Background: an optimization exercise with open tools, aiming at small area, a short achievable clock period and few clock cycles per item. Do not read the settings as production practice. Where RTL was checked, it was by simulation tests only, not by an equivalence proof against the original. Power figures rest on the tool's default switching activity, not on a simulated workload.

Setup of job 101:
Design indent_style_detector_core, start of the top module:
module indent_style_detector_core (
	input  logic        clk,
	input  logic        arst_n,
	input  logic        in_valid,
	output logic        in_ready,
	input  logic [7:0]  text_byte,
	input  logic        has_byte,
	input  logic        end_of_line,
	output logic        out_valid,
	input  logic        out_ready,
	output logic        keep_going,
	output logic [1:0]  tab_style,
	output logic [7:0]  indent_size,
	output logic [31:0] lines_seen,
	input  logic        cfg_we,
	input  logic [1:0]  cfg_index,
	input  logic [15:0] cfg_data
);
Size in the first run: roughly 2700 cells after synthesis, about 370 flip-flops, ~22000 um2 of cells after synthesis.
Settings: LEC_CHECK=0, ABC_AREA=1, CAP_MARGIN=20, CORE_MARGIN=2, CORE_UTILIZATION=55, PLACE_DENSITY=0.7, SETUP_SLACK_MARGIN=5.0, SLEW_MARGIN=20; clock period 8.0 ns.
run.sh (not shown) runs the stock make flow with config.mk's settings and CLKGATE_MAP_FILE= SYNTH_SCRIPT=/design/flow/synth_recipe.tcl, a recipe that flattens the netlist after the stock synthesis.
The final layout from job 101, which completed every stage, passed the timing, design-rule and antenna checks at the end of the flow.
## Diff of input files: job 102 against job 101
- changing SETUP_SLACK_MARGIN from 5.0 to 4.7
==> comparison <==
Job 102 ended with every stage complete and zero timing, DRC or antenna violations. Job 101 has completed all stages; timing, DRC and antenna checks passed. Compared with job 101, in job 102 number of violations reported at the end of detailed-routing iteration 0 -205; routed wire length ~0 delta; net switching power figure +about 1.6%.
Input-level comparison between job 103 and job 102:
- ABC_CLOCK_PERIOD_IN_PS now 3000, previously not set
- ABC_AREA no longer set, was 1
--- outcome ---
Synthesized cell count in job 103 is 702 lower than in job 102
Higher number of logic inverters in the finished layout goes to job 102 over job 103.
For job 102, the capture point of the critical path was lines_seen[15], unlike job 103, where it was indent_size_q[6]$_DFFE_PP_.
Of job 103 and job 102, the higher final standard cell utilization of the core belongs to job 103.
Higher mean post-synth cell area among job 103 and job 102: job 103
Stage delay of the slowest cell on the critical path: job 103 vs job 102 down 0.05 ns
#### Input delta (job 104 over job 103)
- changing CORE_UTILIZATION from 55 to 40
- changing PLACE_DENSITY from 0.7 to 0.6
- changing SETUP_SLACK_MARGIN from 4.7 to 4.5
Findings:
Tap cell count for job 104: 33% up relative to job 103. Delta (job 104 minus job 103): post-route cell area went down by 90 um2; sum of met2 wire segment lengths after detailed routing went up by about 1.5%; final worst hold slack was more or less identical; number of ordinary and repair buffers in the finished layout went down by about 11%. Taking job 103 as the reference point, the power per cell area of job 104 rises by 0.69%. [job 104 vs job 103] combinational cell fraction of total power: lower in job 104. Overall power after layout, job 104 vs job 103: up slightly. The critical path launch point comes out max_q[5]$_DFFE_PN0P_ in one run and max_q[0]$_DFFE_PN0P_ in the other, namely in job 103 and job 104 respectively. Compared to job 103, the routing of job 104 uses more wire. Utilization after layout was higher in the run labelled job 103.
No run of this note included a check of the RTL's function; only the layout flow was run.

========
indent_style_detector_core, a different RTL version from the one above (not shown whole).
For scale: about 2700 cells after synthesis, roughly 78 I/O pins.
clock: 8.0 ns
lec_check: 0
abc_area: 1
cap_margin: 20
core_margin: 2
core_utilization: 55
place_density: 0.7
setup_slack_margin: 5.0
slew_margin: 20
standard.sh (not shown) runs the stock make flow with config.mk's settings and CLKGATE_MAP_FILE= SYNTH_SCRIPT=/design/flow/synth_recipe.tcl, a recipe that flattens the netlist after the stock synthesis.
==> flow/flow/run.sh <==
#!/bin/bash
# The standard layout (standard.sh, unchanged synthesis and steps) with three
# tool settings changed: port buffers use the plain buf cell family, CTS uses clkbuf_8 and adds no
# dummy loads, and the setup margin is 5.2.
# The clock period and I/O constraints are untouched.
set -euo pipefail
sed -e 's/SETUP_SLACK_MARGIN=[0-9.]*/SETUP_SLACK_MARGIN=5.2 "BUFFER_PORTS_ARGS=-buffer_cell sky130_fd_sc_hd__buf_2" "CTS_ARGS=-sink_clustering_enable -repair_clock_nets -dont_use_dummy_load -buf_list sky130_fd_sc_hd__clkbuf_8"/' standard.sh > standard_tuned.sh
bash standard_tuned.sh > standard.log 2>&1
The baseline went through all stages and came out clean.
Testbench counts at the start, summed over its fixed seeds: cycles 171,851, lines 9,600.
Edit:
==> flow/run.sh (new file) <==
#!/bin/bash
# synth_recipe.tcl (not shown) runs the flow's synth.tcl, then flattens the netlist and writes it again
# the make line also repeats each setting of config.mk as NAME=value (left out here)
make -C /OpenROAD-flow-scripts/flow DESIGN_CONFIG=/design/flow/config.mk WORK_HOME=/design/flow/orfs CLKGATE_MAP_FILE= SYNTH_SCRIPT=/design/flow/synth_recipe.tcl finish
Settings changed: SETUP_SLACK_MARGIN 5.0 to 4.7.
removed: flow/flow/run.sh
removed: flow/standard.sh
After rerunning:
- The changed run passed the timing, design-rule and antenna checks
- design area shrinks by 2.4%
- wire length shrinks by 3.1%
- core utilization shrinks by 1.5 points
- via count shrinks by 2.5%
- worst setup slack degrades by 0.39 ns
- count of clock-buffer cells in the layout shrinks by 21
Edit:
==> flow/flow/run.sh (new file) <==
#!/bin/bash
# The standard layout (standard.sh, unchanged synthesis and steps) with three
# tool settings changed: port buffers use the plain buf cell family, CTS adds no
# dummy loads, and the setup repair aims further below the period.
# The clock period and I/O constraints are untouched.
set -euo pipefail
sed -e 's/SETUP_SLACK_MARGIN=[0-9.]*/SETUP_SLACK_MARGIN=5.4 "BUFFER_PORTS_ARGS=-buffer_cell sky130_fd_sc_hd__buf_2" "CTS_ARGS=-sink_clustering_enable -repair_clock_nets -dont_use_dummy_load"/' standard.sh > standard_tuned.sh
bash standard_tuned.sh > standard.log 2>&1
==> flow/standard.sh (new file) <==
#!/bin/bash
# synth_recipe.tcl (not shown) runs the flow's synth.tcl, then flattens the netlist and writes it again
# the make line also repeats each setting of config.mk as NAME=value (left out here)
make -C /OpenROAD-flow-scripts/flow DESIGN_CONFIG=/design/flow/config.mk WORK_HOME=/design/flow/orfs CLKGATE_MAP_FILE= SYNTH_SCRIPT=/design/flow/synth_recipe.tcl "${@:-finish}"
Settings changed: SETUP_SLACK_MARGIN 4.7 to 5.0.
removed: flow/run.sh
Effect: Worst setup slack gets better by 0.44 ns. Synthesized area stays the same. Global-route usage rises by 0.56 points. Power rises by 1.1%. Register-to-register slack gets better by 0.41 ns. Clock-buffer cell count falls by 6. Wire length rises by about 6%. Non-clock buffer count rises by 120. Final cell count rises by 2.8%. Die area stays the same. Synthesized cell count is unchanged.
Edit:
==> flow/flow/run.sh (replaced) <==
#!/bin/bash
# The standard layout (standard.sh, unchanged synthesis and steps) with three
# tool settings changed: port buffers use the plain buf cell family, CTS adds no
# dummy loads, and the setup margin stays at 5.0.
# The clock period and I/O constraints are untouched.
set -euo pipefail
sed -e 's/SETUP_SLACK_MARGIN=[0-9.]*/SETUP_SLACK_MARGIN=5.0 "BUFFER_PORTS_ARGS=-buffer_cell sky130_fd_sc_hd__buf_2" "CTS_ARGS=-sink_clustering_enable -repair_clock_nets -dont_use_dummy_load"/' standard.sh > standard_tuned.sh
bash standard_tuned.sh > standard.log 2>&1
What happened: First-iteration DRC count went up by 9.2%. Worst setup slack gets worse by 0.089 ns. Sequential cell count stays the same. Count of clock-buffer cells in the layout does not change. Synthesized cell count stays the same. Non-clock buffer count went down by 107. Hold slack gets worse by 0.0062 ns. Critical path depth went up by 9. Power went down by about 4.5%. Clock skew went up by 0.017 ns. Synthesized area does not change.

port drivers added, routing unchanged:
The results above use ideal ports. As a check the final layouts listed here were re-extracted and re-timed, cells and wires unchanged. Step 1 (the two cells are an assumption about what drives the block):
set clk [get_ports {clk}]
set_driving_cell -lib_cell sky130_fd_sc_hd__clkbuf_16 $clk
set_driving_cell -lib_cell sky130_fd_sc_hd__buf_2 [delete_from_list [all_inputs] $clk]
Step 2 adds t to the input delays and takes it off the output delays; t is the mean of the earliest and latest rising clock arrival at the registers after step 1. Input paths then give back, and output paths get back, about the clock's delay inside the block. Slacks: ideal ports / drivers / drivers and shift; pairs: ideal ports / drivers.
| run | t, ns | slack for setup (ns) | hold slack, ns | worst data-port slew with drivers (ns) | cell pins on the clock port's net |
|---|---|---|---|---|---|
| job 101 | 0.610 | 5.051 / 4.996 / 4.578 | 0.419 / 0.419 / 0.419 | 0.04 | 1 |
| job 102 | 0.621 | 4.737 / 4.683 / 4.244 | 0.427 / 0.427 / 0.427 | 0.06 | 1 |
| job 103 | 0.625 | 4.648 / 4.648 / 4.178 | 0.418 / 0.418 / 0.418 | 0.06 | 1 |
| job 104 | 0.637 | 4.558 / 4.558 / 3.948 | 0.419 / 0.419 / 0.419 | 0.05 | 1 |
| the first run of note 2 | 0.651 | 5.156 / 5.103 / 4.651 | 0.388 / 0.388 / 0.388 | 0.04 | 1 |
| the second run of note 2 | 0.620 | 4.764 / 4.705 / 4.255 | 0.424 / 0.424 / 0.424 | 0.06 | 1 |
| the third run of note 2 | 0.611 | 5.201 / 5.141 / 4.865 | 0.422 / 0.422 / 0.422 | 0.05 | 1 |
| the fourth run of note 2 | 0.611 | 5.112 / 5.072 / 4.539 | 0.415 / 0.415 / 0.415 | 0.04 | 1 |
After both steps setup and hold are still met in every run listed. The setup slack of job 104, which loses most, moves by 0.000 ns with the drivers and by -0.610 ns with both steps.
